This design comes from an exercise in tuning for small area on the open sky130 flow, not from production work.
Only simulation tests tie the RTL to the original design; equivalence was not proved.
No activity file was given, so power comes from the tool's default toggle rates.

Design mips_exec_top, start of the top module:
module mips_exec_top (
  input  logic        clock,
  input  logic        reset_n,
  input  logic [5:0]  opc,
  input  logic [5:0]  func,
  input  logic [4:0]  Number1,
  input  logic [4:0]  Number2,
  output logic [31:0] exit
);
  logic [31:0] mem_q [1:31];
  logic [31:1] wr_q;
  logic [31:0] exit_q;
  logic rtype;
  logic c_sub, c_add, c_and, c_or, c_xor, c_nor, c_slt, c_sltu, c_sll, c_srl, c_sra;
  logic valid;
  mips_decode u_decode (
    .opc(opc), .func(func), .rtype(rtype),
    .c_sub(c_sub), .c_add(c_add), .c_and(c_and), .c_or(c_or), .c_xor(c_xor),
    .c_nor(c_nor), .c_slt(c_slt), .c_sltu(c_sltu), .c_sll(c_sll),
    .c_srl(c_srl), .c_sra(c_sra), .valid(valid)
  );
  logic [31:1] eq_a, sel_a, eq_b, sel_b;
  logic        hit_a, hit_b, rt_dp;
  logic [31:0] an, bn, bxn;
  logic [4:0]  fan, fsn, sn, n2n;
  mips_rtype u_rtype (.opc(opc), .y(rt_dp));
  mips_dec u_dec_a (.n(Number1), .wr(wr_q), .eq(eq_a), .sel(sel_a), .hit(hit_a));
  mips_dec u_dec_b (.n(Number2), .wr(wr_q), .eq(eq_b), .sel(sel_b), .hit(hit_b));
  assign fan = ~(Number1 & {5{~hit_a}});
  assign fsn = ~(Number2 & {5{~hit_b}});
  assign n2n = ~Number2;
  for (genvar i = 0; i < 32; i++) begin : g_rd
    logic [30:0] col;
    logic [2:0]  ua, ub;
    for (genvar k = 1; k < 32; k++) begin : g_col
      assign col[k-1] = mem_q[k][i];
    end
    if (i < 5) begin : g_lo
      mips_rdbit_x u_rd_a (.s(sel_a), .d(col), .xn(fan[i]), .u(ua));
      mips_rdbit_x u_rd_b (.s(sel_b), .d(col), .xn(fsn[i]), .u(ub));
      mips_nor3 u_fa (.a(ua[0]), .b(ua[1]), .c(ua[2]), .y(an[i]));
      mips_nor3 u_fs (.a(ub[0]), .b(ub[1]), .c(ub[2]), .y(sn[i]));
      mips_mux2 u_fb (.a(n2n[i]), .b(sn[i]), .s(rt_dp), .y(bn[i]));
    end else begin : g_hi
      mips_rdbit u_rd_a (.s(sel_a), .d(col), .u(ua));
      mips_rdbit u_rd_b (.s(sel_b), .d(col), .u(ub));
      mips_nor3 u_fa (.a(ua[0]), .b(ua[1]), .c(ua[2]), .y(an[i]));
      mips_o31ai u_fb (.a1(ub[0]), .a2(ub[1]), .a3(ub[2]), .b(rt_dp), .y(bn[i]));
    end
    mips_xor2 u_bx (.a(bn[i]), .b(c_sub), .y(bxn[i]));
  end
  logic        cadd, cg, e1, e2, f0_c0, f0_c1;
  logic [4:0]  r;
  logic [31:0] shen, fill, res;
  logic        p31, g31;
  mips_alu_ctl u_ctl (
    .c_sub(c_sub), .c_add(c_add), .c_and(c_and), .c_or(c_or), .c_xor(c_xor),
    .c_nor(c_nor), .c_slt(c_slt), .c_sltu(c_sltu), .c_sll(c_sll),
    .c_srl(c_srl), .c_sra(c_sra),
  ...
Size: about 3200 cells after synthesis, roughly 56 I/O pins.
export LEC_CHECK = 0
export CAP_MARGIN = 20
export CORE_MARGIN = 2
export CORE_UTILIZATION = 45
export CTS_BUF_LIST = sky130_fd_sc_hd__clkbuf_8
export CTS_CLUSTER_DIAMETER = 45
export CTS_CLUSTER_SIZE = 14
export GPL_TIMING_DRIVEN = 0
export PLACE_DENSITY = 0.7
export SETUP_SLACK_MARGIN = 0.3
export SLEW_MARGIN = 20
export SYNTH_HIERARCHICAL = 1
create_clock -name core_clock -period 7.0 [get_ports {clock}]
standard.sh (not shown) runs the stock make flow with config.mk's settings and CLKGATE_MAP_FILE= SYNTH_SCRIPT=/design/flow/synth_recipe.tcl, a recipe that flattens the netlist after the stock synthesis.
==> flow/flow/run.sh <==
#!/bin/bash
# Layout flow: the standard ORFS flow (standard.sh, unchanged synthesis)
# with three settings changed: port buffers are buf_4 (instead of the delay
# cells the default choice picks); the resizer may change a gate's drive
# strength across footprints (MATCH_CELL_FOOTPRINT=0), so it can upsize a
# weak gate instead of adding buffers after it; and CTS builds the tree from
# clkbuf_8 in small sink clusters without dummy load cells.
# make's full output goes to flow_make.log in this folder; ORFS keeps each
# tool's own log under orfs/logs/.
set -euo pipefail
bash standard.sh \
  BUFFER_PORTS_ARGS="-buffer_cell sky130_fd_sc_hd__buf_4" \
  MATCH_CELL_FOOTPRINT=0 \
  CTS_ARGS="-sink_clustering_enable -repair_clock_nets -sink_clustering_size 14 -sink_clustering_max_diameter 45 -buf_list sky130_fd_sc_hd__clkbuf_8 -dont_use_dummy_load" \
  finish > flow_make.log 2>&1
The baseline completed with no timing, DRC or antenna violations.
Change:
==> flow/flow/run.sh (replaced) <==
#!/bin/bash
# Layout flow: the standard ORFS flow (standard.sh, unchanged synthesis),
# with faster port buffers (buf_4 instead of the default delay-cell choice).
# make's full output goes to flow_make.log in this folder; ORFS keeps each
# tool's own log under orfs/logs/.
set -euo pipefail
bash standard.sh \
  BUFFER_PORTS_ARGS="-buffer_cell sky130_fd_sc_hd__buf_4" \
  finish > flow_make.log 2>&1
- PLACE_DENSITY: 0.7 -> unset
- SETUP_SLACK_MARGIN: 0.3 -> 0.2
Result: Count of clock-buffer cells in the layout went up by 8. Final cell count went up by 1.8%. Total power went up by 11%. Synthesized cell count is unchanged.

========
Starting RTL as in the previous note.
// mips_exec_top
module mips_exec_top (
  input  logic        clock,
  input  logic        reset_n,
  input  logic [5:0]  opc,
  input  logic [5:0]  func,
  input  logic [4:0]  Number1,
  input  logic [4:0]  Number2,
  output logic [31:0] exit
);
export LEC_CHECK = 0
export CAP_MARGIN = 20
export CORE_MARGIN = 2
export CORE_UTILIZATION = 45
export CTS_BUF_LIST = sky130_fd_sc_hd__clkbuf_8
export CTS_CLUSTER_DIAMETER = 45
export CTS_CLUSTER_SIZE = 14
export GPL_TIMING_DRIVEN = 0
export SETUP_SLACK_MARGIN = 0.3
export SLEW_MARGIN = 20
export SYNTH_HIERARCHICAL = 1
create_clock -name core_clock -period 7.0 [get_ports {clock}]
==> flow/flow/run.sh <==
#!/bin/bash
# Layout flow: the standard ORFS flow (standard.sh, unchanged synthesis)
# with two settings changed: port buffers are buf_4 (instead of the delay
# cells the default choice picks), and the resizer may change a gate's drive
# strength across footprints (MATCH_CELL_FOOTPRINT=0), so it can upsize a
# weak gate instead of adding buffers after it.
# make's full output goes to flow_make.log in this folder; ORFS keeps each
# tool's own log under orfs/logs/.
set -euo pipefail
bash standard.sh \
  BUFFER_PORTS_ARGS="-buffer_cell sky130_fd_sc_hd__buf_4" \
  MATCH_CELL_FOOTPRINT=0 \
  finish > flow_make.log 2>&1
The starting point passed the timing, design-rule and antenna checks.
Then changed:
==> flow/flow/run.sh (replaced) <==
#!/bin/bash
# Layout flow: the standard ORFS flow (standard.sh, unchanged synthesis)
# with three settings changed: port buffers are buf_4 (instead of the delay
# cells the default choice picks); the resizer may change a gate's drive
# strength across footprints (MATCH_CELL_FOOTPRINT=0), so it can upsize a
# weak gate instead of adding buffers after it; and CTS builds the tree from
# clkbuf_8 in small sink clusters without dummy load cells.
# make's full output goes to flow_make.log in this folder; ORFS keeps each
# tool's own log under orfs/logs/.
set -euo pipefail
bash standard.sh \
  BUFFER_PORTS_ARGS="-buffer_cell sky130_fd_sc_hd__buf_4" \
  MATCH_CELL_FOOTPRINT=0 \
  CTS_ARGS="-sink_clustering_enable -repair_clock_nets -sink_clustering_size 20 -sink_clustering_max_diameter 60 -buf_list sky130_fd_sc_hd__clkbuf_8 -dont_use_dummy_load" \
  finish > flow_make.log 2>&1
--- a/flow/config.mk
+++ b/flow/config.mk
@@ -11,4 +11,4 @@
 export CTS_BUF_LIST = sky130_fd_sc_hd__clkbuf_8
-export CTS_CLUSTER_DIAMETER = 45
-export CTS_CLUSTER_SIZE = 14
+export CTS_CLUSTER_DIAMETER = 60
+export CTS_CLUSTER_SIZE = 20
 export GPL_TIMING_DRIVEN = 0
- The changed run ran to the end with no violations
- final cell count went down by 2.1%
- wire length stays flat
- design area drops by 1.9%
- non-clock buffer count rose by 16
- critical path depth shrinks by 1
- setup slack gets better by 0.047 ns
- register-to-register slack got worse by 0.02 ns
- area after synthesis is unchanged

[re-timing with driven ports]
How much do the figures lean on ideal ports? The routed layouts below were timed once more, with nothing changed but the port constraints. Step 1 sets driving cells, clkbuf_16 on the clock port and buf_2 on the other inputs (assumed; they add their load-dependent delay and slew). Step 2 adds t to the input delays and takes it off the output delays; t is the mean of the earliest and latest rising clock arrival at the registers after step 1. Input paths then give back, and output paths get back, about the clock's delay inside the block. a / b / c = no drivers / after step 1 / after step 2; a / b = the first two.
| run | t, ns | slack for setup (ns) | slew at the worst register clock pin (ns) |
|---|---|---|---|
| the first run of note 1 | 0.842 | 0.209 / 0.253 / -0.589 | 0.09 / 0.09 |
| the second run of note 1 | 0.888 | 0.126 / 0.159 / -0.729 | 0.09 / 0.09 |
| the first run of note 2 | 0.873 | 0.189 / 0.229 / -0.644 | 0.09 / 0.09 |
| the second run of note 2 | 0.816 | 0.236 / 0.276 / -0.540 | 0.12 / 0.12 |
With both steps, setup timing fails in every run listed, where it was met with ideal ports. For the second run of note 1, which loses most, drivers alone change the setup slack by +0.033 ns; drivers and shift together by -0.855 ns.
